This is an optimization exercise on Yosys and OpenROAD, whose aim is small area, not a production implementation. At most, simulation tests tie the RTL to the original design; equivalence was not proved. No driver is modelled on the clock port, so clocking that relies on it looks cheaper here than on a real chip. Power and IR drop assume default switching activity.

Setup of P:
// cpuTop
module cpuTop (
  input  logic        clk,
  input  logic        reset,
  input  logic [15:0] instr,
  input  logic [15:0] memRdata,
  output logic [15:0] pc,
  output logic [15:0] memAddr,
  output logic [15:0] memWdata,
  output logic        memWrite,
  output logic        memEn
);
  logic [2:0] ph;     
  logic       r2;     
  logic       clr;    
  wire [3:0] op = instr[15:12];
  wire [3:0] rd = instr[11:8];
  wire [3:0] fn = instr[7:4];
  wire [3:0] rs = instr[3:0];
  wire [7:0] imm = instr[7:0];
  wire isR    = (op == 4'd0);
  wire isScnd = (op == 4'd4);
  wire isJra  = (op == 4'd6);
  wire isLd   = (op == 4'd7);
  wire isSh   = (op == 4'd8);
  wire isSt   = (op == 4'd10);
  wire isBc   = (op == 4'd12);
  wire isJ    = (op == 4'd13);
  wire isJal  = (op == 4'd15);
  wire [3:0] code  = isR ? fn : op;
  wire aluOp  = isR || op == 4'd1 || op == 4'd2 || op == 4'd3 || op == 4'd5 ||
                op == 4'd9 || op == 4'd11 || op == 4'd14;
  wire isMul  = aluOp && code == 4'd14;
  wire isCmp  = aluOp && code == 4'd11;
  wire isAnd  = code == 4'd1;
  ...
Settings: LEC_CHECK=0, CAP_MARGIN=20, CORE_MARGIN=2, CORE_UTILIZATION=40, SLEW_MARGIN=20, SYNTH_HIERARCHICAL=1; clock period 11.0 ns.
standard.sh (not shown) runs the stock make flow with config.mk's settings and CLKGATE_MAP_FILE= SYNTH_SCRIPT=/design/flow/synth_recipe.tcl, a recipe that flattens the netlist after the stock synthesis.
==> flow/flow/run.sh <==
#!/bin/bash
# Own flow: the standard layout (standard.sh, with its standard
# synthesis unchanged) with three settings passed through ORFS's own
# variables:
#  - port buffers are the smallest buffer, sky130_fd_sc_hd__buf_1 (every
#    input and output port still gets its own buffer);
#  - clock tree synthesis uses clkbuf_16 clusters and adds no dummy loads;
#  - after clock tree synthesis, logic cells with timing to spare are swapped
#    for smaller cells of the same function (flow/downsize.tcl); global
#    routing's repair steps then run as usual.
# make's full output goes to flow.log here; ORFS keeps each step's log under
# orfs/logs/.
set -euo pipefail
export BUFFER_PORTS_ARGS="-buffer_cell sky130_fd_sc_hd__buf_1"
export CTS_ARGS="-sink_clustering_enable -repair_clock_nets -dont_use_dummy_load -buf_list sky130_fd_sc_hd__clkbuf_16 -sink_clustering_size 40 -sink_clustering_max_diameter 80"
export POST_CTS_TCL="$PWD/flow/downsize.tcl"
bash standard.sh > flow.log 2>&1
==> flow/flow/downsize.tcl <==
# Sourced by ORFS at the end of clock tree synthesis (POST_CTS_TCL), before
# the CTS result is written. Global routing's own repair_design and
# repair_timing run later, in their own step, and fix any slew, capacitance
# or timing this leaves.
estimate_parasitics -placement
# Greedy downsizing: swap each logic cell for the smallest cell of the same
# family (same name up to the drive suffix, so the same function and pins)
# when setup slack stays above a margin and no max slew or capacitance
# limit is broken. Clock tree cells and port buffers are left alone.
set ds_margin 0.3e-9
set db [ord::get_db]
set block [ord::get_db_block]
set dont_use {}
if { [info exists ::env(DONT_USE_CELLS)] } { set dont_use $::env(DONT_USE_CELLS) }
array set fam {}
foreach lib [$db getLibs] {
  foreach m [$lib getMasters] {
    set n [$m getName]
    if { [regexp {^(sky130_fd_sc_hd__[a-z0-9]+(?:_[a-z][a-z0-9]*)*)_([0-9]+)$} $n -> base sz] } {
      if { [lsearch -exact $dont_use $n] < 0 } { lappend fam($base) $m }
    }
  }
}
proc ds_area { m } { return [expr { double([$m getWidth]) * [$m getHeight] }] }
proc ds_ok { margin } {
  if { [sta::worst_slack_cmd max] < $margin } { return 0 }
  if { [sta::max_slew_violation_count] > 0 } { return 0 }
  if { [sta::max_capacitance_violation_count] > 0 } { return 0 }
  return 1
}
set saved 0.0
set swaps 0
foreach inst [$block getInsts] {
  set m [$inst getMaster]
  set n [$m getName]
  set iname [$inst getName]
  if { [$inst isFixed] } { continue }
  if { [regexp {clkbuf|clkinv|clkdly|dlygate|tapvpwr|fill|decap|conb|df|dl|sdf|edf} $n] } { continue }
  if { [regexp {^(input|output)[0-9]+$} $iname] } { continue }
  if { ![regexp {^(sky130_fd_sc_hd__[a-z0-9]+(?:_[a-z][a-z0-9]*)*)_([0-9]+)$} $n -> base sz] } { continue }
  if { ![info exists fam($base)] } { continue }
  set cur [ds_area $m]
  set cands {}
  foreach c $fam($base) {
    if { [ds_area $c] < $cur } { lappend cands [list [ds_area $c] $c] }
  }
  foreach pair [lsort -real -index 0 $cands] {
    set c [lindex $pair 1]
    replace_cell $iname [$c getName]
    if { [ds_ok $ds_margin] } {
      set saved [expr { $saved + $cur - [lindex $pair 0] }]
      incr swaps
      break
    }
    replace_cell $iname $n
  }
}
puts "downsize: $swaps cells swapped, [expr {$saved / 1e6}] um2 saved"
detailed_placement
check_placement -verbose
Setup changes, P to Q
- changing CORE_UTILIZATION from 40 to 65
--- a/flow/flow/run.sh
+++ b/flow/flow/run.sh
@@ -6,3 +6,3 @@
 #    input and output port still gets its own buffer);
-#  - clock tree synthesis uses clkbuf_16 clusters and adds no dummy loads;
+#  - clock tree synthesis uses clkbuf_8 clusters and adds no dummy loads;
 #  - after clock tree synthesis, logic cells with timing to spare are swapped
@@ -14,3 +14,3 @@
 export BUFFER_PORTS_ARGS="-buffer_cell sky130_fd_sc_hd__buf_1"
-export CTS_ARGS="-sink_clustering_enable -repair_clock_nets -dont_use_dummy_load -buf_list sky130_fd_sc_hd__clkbuf_16 -sink_clustering_size 40 -sink_clustering_max_diameter 80"
+export CTS_ARGS="-sink_clustering_enable -repair_clock_nets -dont_use_dummy_load -buf_list sky130_fd_sc_hd__clkbuf_8 -sink_clustering_size 20 -sink_clustering_max_diameter 60"
 export POST_CTS_TCL="$PWD/flow/downsize.tcl"
--- a/flow/flow/downsize.tcl
+++ b/flow/flow/downsize.tcl
@@ -9,3 +9,3 @@
 # limit is broken. Clock tree cells and port buffers are left alone.
-set ds_margin 0.3e-9
+set ds_margin 0.15e-9
 set db [ord::get_db]
Findings:
| register-to-register path setup slack | higher: P |
Against P, pre-CTS setup slack in Q came out worse.
Taking Q over P, the wire length ratio works out to 1.09.
Where maximum operating frequency is concerned, P is better than Q.
P has higher detailed-routing wirelength on met1 than Q.
Cell count: Q lower than P
The layout overhead on the synthesized area in Q was lower than what P gave.
In the flow results for P and Q, the minimum period implied by the final worst setup slack is larger on Q.
Comparing P and Q, the lower number of standard-cell rows in the floorplan is on Q.

* * *

Setup of indigo:
Another version of the RTL of cpuTop (not shown whole).
For scale: about 740 cells after synthesis, about 84 I/O pins.
export LEC_CHECK = 0
export CAP_MARGIN = 0
export CORE_MARGIN = 2
export CORE_UTILIZATION = 65
export SLEW_MARGIN = 0
export SYNTH_HIERARCHICAL = 1
create_clock -name core_clock -period 11.0 [get_ports {clk}]
==> flow/flow/run.sh <==
#!/bin/bash
# Own flow: the standard layout (standard.sh, with its standard
# synthesis unchanged) with three settings passed through ORFS's own
# variables:
#  - port buffers are the smallest buffer, sky130_fd_sc_hd__buf_1 (every
#    input and output port still gets its own buffer);
#  - clock tree synthesis uses clkbuf_4 clusters and adds no dummy loads;
#  - after clock tree synthesis, logic cells with timing to spare are swapped
#    for smaller cells of the same function (flow/downsize.tcl); global
#    routing's repair steps then run as usual.
# make's full output goes to flow.log here; ORFS keeps each step's log under
# orfs/logs/.
set -euo pipefail
export BUFFER_PORTS_ARGS="-buffer_cell sky130_fd_sc_hd__buf_1"
export CTS_ARGS="-sink_clustering_enable -repair_clock_nets -dont_use_dummy_load -buf_list sky130_fd_sc_hd__clkbuf_4 -sink_clustering_size 12 -sink_clustering_max_diameter 40"
export POST_CTS_TCL="$PWD/flow/downsize.tcl"
bash standard.sh > flow.log 2>&1
==> flow/flow/downsize.tcl <==
# Sourced by ORFS at the end of clock tree synthesis (POST_CTS_TCL), before
# the CTS result is written. Global routing's own repair_design and
# repair_timing run later, in their own step, and fix any slew, capacitance
# or timing this leaves.
estimate_parasitics -placement
# Greedy downsizing: swap each logic cell for the smallest cell of the same
# family (same name up to the drive suffix, so the same function and pins)
# when setup slack stays above a margin and no max slew or capacitance
# limit is broken. Clock tree cells and port buffers are left alone.
set ds_margin 0.15e-9
set db [ord::get_db]
set block [ord::get_db_block]
set dont_use {}
if { [info exists ::env(DONT_USE_CELLS)] } { set dont_use $::env(DONT_USE_CELLS) }
array set fam {}
foreach lib [$db getLibs] {
  foreach m [$lib getMasters] {
    set n [$m getName]
    if { [regexp {^(sky130_fd_sc_hd__[a-z0-9]+(?:_[a-z][a-z0-9]*)*)_([0-9]+)$} $n -> base sz] } {
      if { [lsearch -exact $dont_use $n] < 0 } { lappend fam($base) $m }
    }
  }
}
proc ds_area { m } { return [expr { double([$m getWidth]) * [$m getHeight] }] }
# a swap may not take setup slack below the margin (or below where it
# started, if it started lower) nor add slew or capacitance violations
set ds_ws0 [sta::worst_slack_cmd max]
if { $ds_ws0 < $ds_margin } { set ds_margin $ds_ws0 }
set ::ds_slew0 [sta::max_slew_violation_count]
set ::ds_cap0 [sta::max_capacitance_violation_count]
proc ds_ok { margin } {
  if { [sta::worst_slack_cmd max] < $margin } { return 0 }
  if { [sta::max_slew_violation_count] > $::ds_slew0 } { return 0 }
  if { [sta::max_capacitance_violation_count] > $::ds_cap0 } { return 0 }
  return 1
}
set saved 0.0
set swaps 0
foreach inst [$block getInsts] {
  set m [$inst getMaster]
  set n [$m getName]
  set iname [$inst getName]
  if { [$inst isFixed] } { continue }
  if { [regexp {clkbuf|clkinv|clkdly|dlygate|tapvpwr|fill|decap|conb|df|dl|sdf|edf} $n] } { continue }
  if { [regexp {^(input|output)[0-9]+$} $iname] } { continue }
  if { ![regexp {^(sky130_fd_sc_hd__[a-z0-9]+(?:_[a-z][a-z0-9]*)*)_([0-9]+)$} $n -> base sz] } { continue }
  if { ![info exists fam($base)] } { continue }
  set cur [ds_area $m]
  set cands {}
  foreach c $fam($base) {
    if { [ds_area $c] < $cur } { lappend cands [list [ds_area $c] $c] }
  }
  foreach pair [lsort -real -index 0 $cands] {
    set c [lindex $pair 1]
    replace_cell $iname [$c getName]
    if { [ds_ok $ds_margin] } {
      set saved [expr { $saved + $cur - [lindex $pair 0] }]
      incr swaps
      break
    }
    replace_cell $iname $n
  }
}
puts "downsize: $swaps cells swapped, [expr {$saved / 1e6}] um2 saved"
detailed_placement
check_placement -verbose
[inputs] nickel vs indigo
diff --git a/flow/flow/downsize.tcl b/flow/flow/downsize.tcl
--- a/flow/flow/downsize.tcl
+++ b/flow/flow/downsize.tcl
@@ -24,12 +24,6 @@
 proc ds_area { m } { return [expr { double([$m getWidth]) * [$m getHeight] }] }
-# a swap may not take setup slack below the margin (or below where it
-# started, if it started lower) nor add slew or capacitance violations
-set ds_ws0 [sta::worst_slack_cmd max]
-if { $ds_ws0 < $ds_margin } { set ds_margin $ds_ws0 }
-set ::ds_slew0 [sta::max_slew_violation_count]
-set ::ds_cap0 [sta::max_capacitance_violation_count]
 proc ds_ok { margin } {
   if { [sta::worst_slack_cmd max] < $margin } { return 0 }
-  if { [sta::max_slew_violation_count] > $::ds_slew0 } { return 0 }
-  if { [sta::max_capacitance_violation_count] > $::ds_cap0 } { return 0 }
+  if { [sta::max_slew_violation_count] > 0 } { return 0 }
+  if { [sta::max_capacitance_violation_count] > 0 } { return 0 }
   return 1
diff --git a/flow/config.mk b/flow/config.mk
--- a/flow/config.mk
+++ b/flow/config.mk
@@ -7,6 +7,6 @@
 export LEC_CHECK = 0
-export CAP_MARGIN = 0
+export CAP_MARGIN = 20
 export CORE_MARGIN = 2
 export CORE_UTILIZATION = 65
-export SLEW_MARGIN = 0
+export SLEW_MARGIN = 20
 export SYNTH_HIERARCHICAL = 1
- On post-synthesis to final-layout area growth, indigo and nickel are neck and neck.
- Status: utilization parity (indigo, nickel)
- nickel -> indigo: final area flat
- Compared with indigo, in nickel fraction of area in non-clock buffers has remained practically unchanged; wire length on met3 has increased; final-layout clock-cell area share has remained practically unchanged.
- Maximum clock rate across indigo and nickel: no real change.
- There was hardly any difference in hold-critical path depth between nickel and indigo.
- Between nickel and indigo, the sequential share of layout area figures differ only marginally.
- nickel against indigo: post-layout total power did not really move, total wire length did not really move.
#### Input delta (raven over nickel)
diff --git a/flow/flow/downsize.tcl b/flow/flow/downsize.tcl
--- a/flow/flow/downsize.tcl
+++ b/flow/flow/downsize.tcl
@@ -24,6 +24,12 @@
 proc ds_area { m } { return [expr { double([$m getWidth]) * [$m getHeight] }] }
+# a swap may not take setup slack below the margin (or below where it
+# started, if it started lower) nor add slew or capacitance violations
+set ds_ws0 [sta::worst_slack_cmd max]
+if { $ds_ws0 < $ds_margin } { set ds_margin $ds_ws0 }
+set ::ds_slew0 [sta::max_slew_violation_count]
+set ::ds_cap0 [sta::max_capacitance_violation_count]
 proc ds_ok { margin } {
   if { [sta::worst_slack_cmd max] < $margin } { return 0 }
-  if { [sta::max_slew_violation_count] > 0 } { return 0 }
-  if { [sta::max_capacitance_violation_count] > 0 } { return 0 }
+  if { [sta::max_slew_violation_count] > $::ds_slew0 } { return 0 }
+  if { [sta::max_capacitance_violation_count] > $::ds_cap0 } { return 0 }
   return 1
--- outcome ---
- raven and nickel ended up with nearly the same part of the total power dissipated in combinational logic.
- Critical path depth came out exactly the same in raven and nickel.
- Cell area after technology mapping: nickel vs raven identical
- From raven to nickel, count of clock-net buffers in the final layout did not move at all.

* * *

Setup of onyx:
cpuTop, a different RTL version from the one above (not shown whole).
Size in the first run: about 1,000 cells after synthesis, ~320 flip-flops, roughly 84 I/O pins, roughly 11,000 sq um of cells after synthesis.
Settings: LEC_CHECK=0, CAP_MARGIN=20, CORE_MARGIN=2, CORE_UTILIZATION=40, CTS_BUF_LIST=sky130_fd_sc_hd__clkbuf_8, CTS_CLUSTER_DIAMETER=60, CTS_CLUSTER_SIZE=20, SLEW_MARGIN=20; clock period 11.0 ns.
run.sh (not shown) runs the stock make flow with config.mk's settings and CLKGATE_MAP_FILE= SYNTH_SCRIPT=/design/flow/synth_recipe.tcl, a recipe that flattens the netlist after the stock synthesis.
Stock flow here: none of the scripts above is used.
onyx went all the way through synthesis, placement and routing and the layout is clean on timing, DRC and antenna.
Relative to onyx, the following input files were edited for amber:
- CTS_CLUSTER_DIAMETER changed from 60 to 50
- CTS_CLUSTER_SIZE changed from 20 to 12
- CTS_BUF_LIST changed from sky130_fd_sc_hd__clkbuf_8 to sky130_fd_sc_hd__clkbuf_4 sky130_fd_sc_hd__clkbuf_8 sky130_fd_sc_hd__clkbuf_16
==> results.txt <==
- The flow did not stop early for amber: all stages ran, and the layout cleared the timing, DRC and antenna checks.
- When amber is set beside onyx, its detailed-router iteration count before antenna repair turns out to be 2 larger.
- Summary of amber over onyx: met3 demand-to-capacity share in global routing increased by 0.75 points relative to the old numbers; final critical path time including I/O delays and setup climbed 0.038 ns; sequential share of power -11 points.
- The lower fmax of onyx and amber is in amber.
- Layout overhead on the synthesized area was lower in onyx than in amber.
- Going from onyx to amber, final wirelength rose by 570 microns, clock-net power rose by 70%.
- Note that the total design power recorded for onyx amounts to 0.811 times the value seen in amber.
- Relative to onyx, global routing usage summed across all routing layers has increased by 0.55 points in amber.
Function was not checked in any run of this note: the RTL went through the layout flow alone.

* * *

cpuTop, a different RTL version from the one above (not shown whole).
Size: about 930 cells after synthesis, roughly 320 flip-flops, roughly 84 I/O pins, roughly 11000 sq um of cells after synthesis.
clock: 11.0 ns
lec_check: 0
cap_margin: 20
core_margin: 2
core_utilization: 40
slew_margin: 20
synth_hierarchical: 1
standard.sh (not shown) runs the stock make flow with config.mk's settings and CLKGATE_MAP_FILE= SYNTH_SCRIPT=/design/flow/synth_recipe.tcl, a recipe that flattens the netlist after the stock synthesis.
==> flow/flow/run.sh <==
#!/bin/bash
# Own flow: the standard layout (standard.sh, unchanged synthesis) with
# two settings passed through ORFS's own variables:
#  - port buffers are the smallest buffer, sky130_fd_sc_hd__buf_1 (every
#    input and output port still gets its own buffer);
#  - clock tree synthesis uses clkbuf_8 clusters and adds no dummy loads.
# make's full output goes to flow.log here; ORFS keeps each step's log under
# orfs/logs/.
set -euo pipefail
export BUFFER_PORTS_ARGS="-buffer_cell sky130_fd_sc_hd__buf_1"
export CTS_ARGS="-sink_clustering_enable -repair_clock_nets -dont_use_dummy_load -buf_list sky130_fd_sc_hd__clkbuf_8 -sink_clustering_size 20 -sink_clustering_max_diameter 60"
bash standard.sh > flow.log 2>&1
Next try:
==> flow/run.sh (new file) <==
#!/bin/bash
# synth_recipe.tcl (not shown) runs the flow's synth.tcl, then flattens the netlist and writes it again
# the make line also repeats each setting of config.mk as NAME=value (left out here)
make -C /OpenROAD-flow-scripts/flow DESIGN_CONFIG=/design/flow/config.mk WORK_HOME=/design/flow/orfs CLKGATE_MAP_FILE= SYNTH_SCRIPT=/design/flow/synth_recipe.tcl finish
- CTS_BUF_LIST: default -> sky130_fd_sc_hd__clkbuf_8
- CTS_CLUSTER_DIAMETER: default -> 60
- CTS_CLUSTER_SIZE: default -> 20
removed: flow/flow/run.sh
removed: flow/standard.sh
- The new run passed the timing, DRC and antenna checks
- utilization goes up by 2.5 points
- worst setup slack gets worse by 130 ps
- clock power goes up by 22%
- flip-flop and latch count does not change
- die area is unchanged
- total power goes up by 7.1%
- combinational power goes up by about 10%
- first-iteration DRC count goes up by 4.7%
- final area goes up by about 5.6%
- via count goes down by about 1.1%
- wire length goes up by 1.8%

==> what the ideal ports hide <==
The results above use ideal ports. As a check the final layouts listed here were re-extracted and re-timed, cells and wires unchanged.
Step 1 sets driving cells, clkbuf_16 on the clock port and buf_2 on the other inputs (assumed; they add their load-dependent delay and slew).
Step 2, shift: input delay + t, output delay - t, t = (earliest + latest rising clock arrival at the registers) / 2. This alone moves slack from input paths to output paths.
Slacks: no drivers / after step 1 / after step 2; pairs: no drivers / after step 1.
run	t, ns	slack for setup (ns)	latest minus earliest clock arrival (ns)	worst register clock-pin slew, ns	worst slew at a driven data input, ns
P	0.524	0.451 / 0.480 / -0.044	0.092 / 0.092	0.12 / 0.12	0.05
Q	0.574	0.366 / 0.384 / -0.190	0.067 / 0.066	0.12 / 0.12	0.08
indigo	0.621	0.332 / 0.343 / -0.279	0.083 / 0.083	0.12 / 0.12	0.04
nickel	0.621	0.333 / 0.343 / -0.279	0.084 / 0.083	0.12 / 0.12	0.04
raven	0.621	0.333 / 0.343 / -0.279	0.084 / 0.083	0.12 / 0.12	0.04
onyx	0.615	3.631 / 3.642 / 3.027	0.023 / 0.023	0.11 / 0.11	0.09
amber	0.576	3.592 / 3.610 / 3.035	0.046 / 0.047	0.06 / 0.06	0.09
the first run of note 4	0.575	3.448 / 3.415 / 2.840	0.079 / 0.079	0.11 / 0.11	0.10
the second run of note 4	0.613	3.318 / 3.308 / 2.696	0.025 / 0.025	0.11 / 0.11	0.10
With both steps, setup timing fails in 5 of these runs, where it was met with ideal ports. The setup slack of the second run of note 4, which loses most, moves by -0.010 ns with the drivers and by -0.622 ns with both steps.
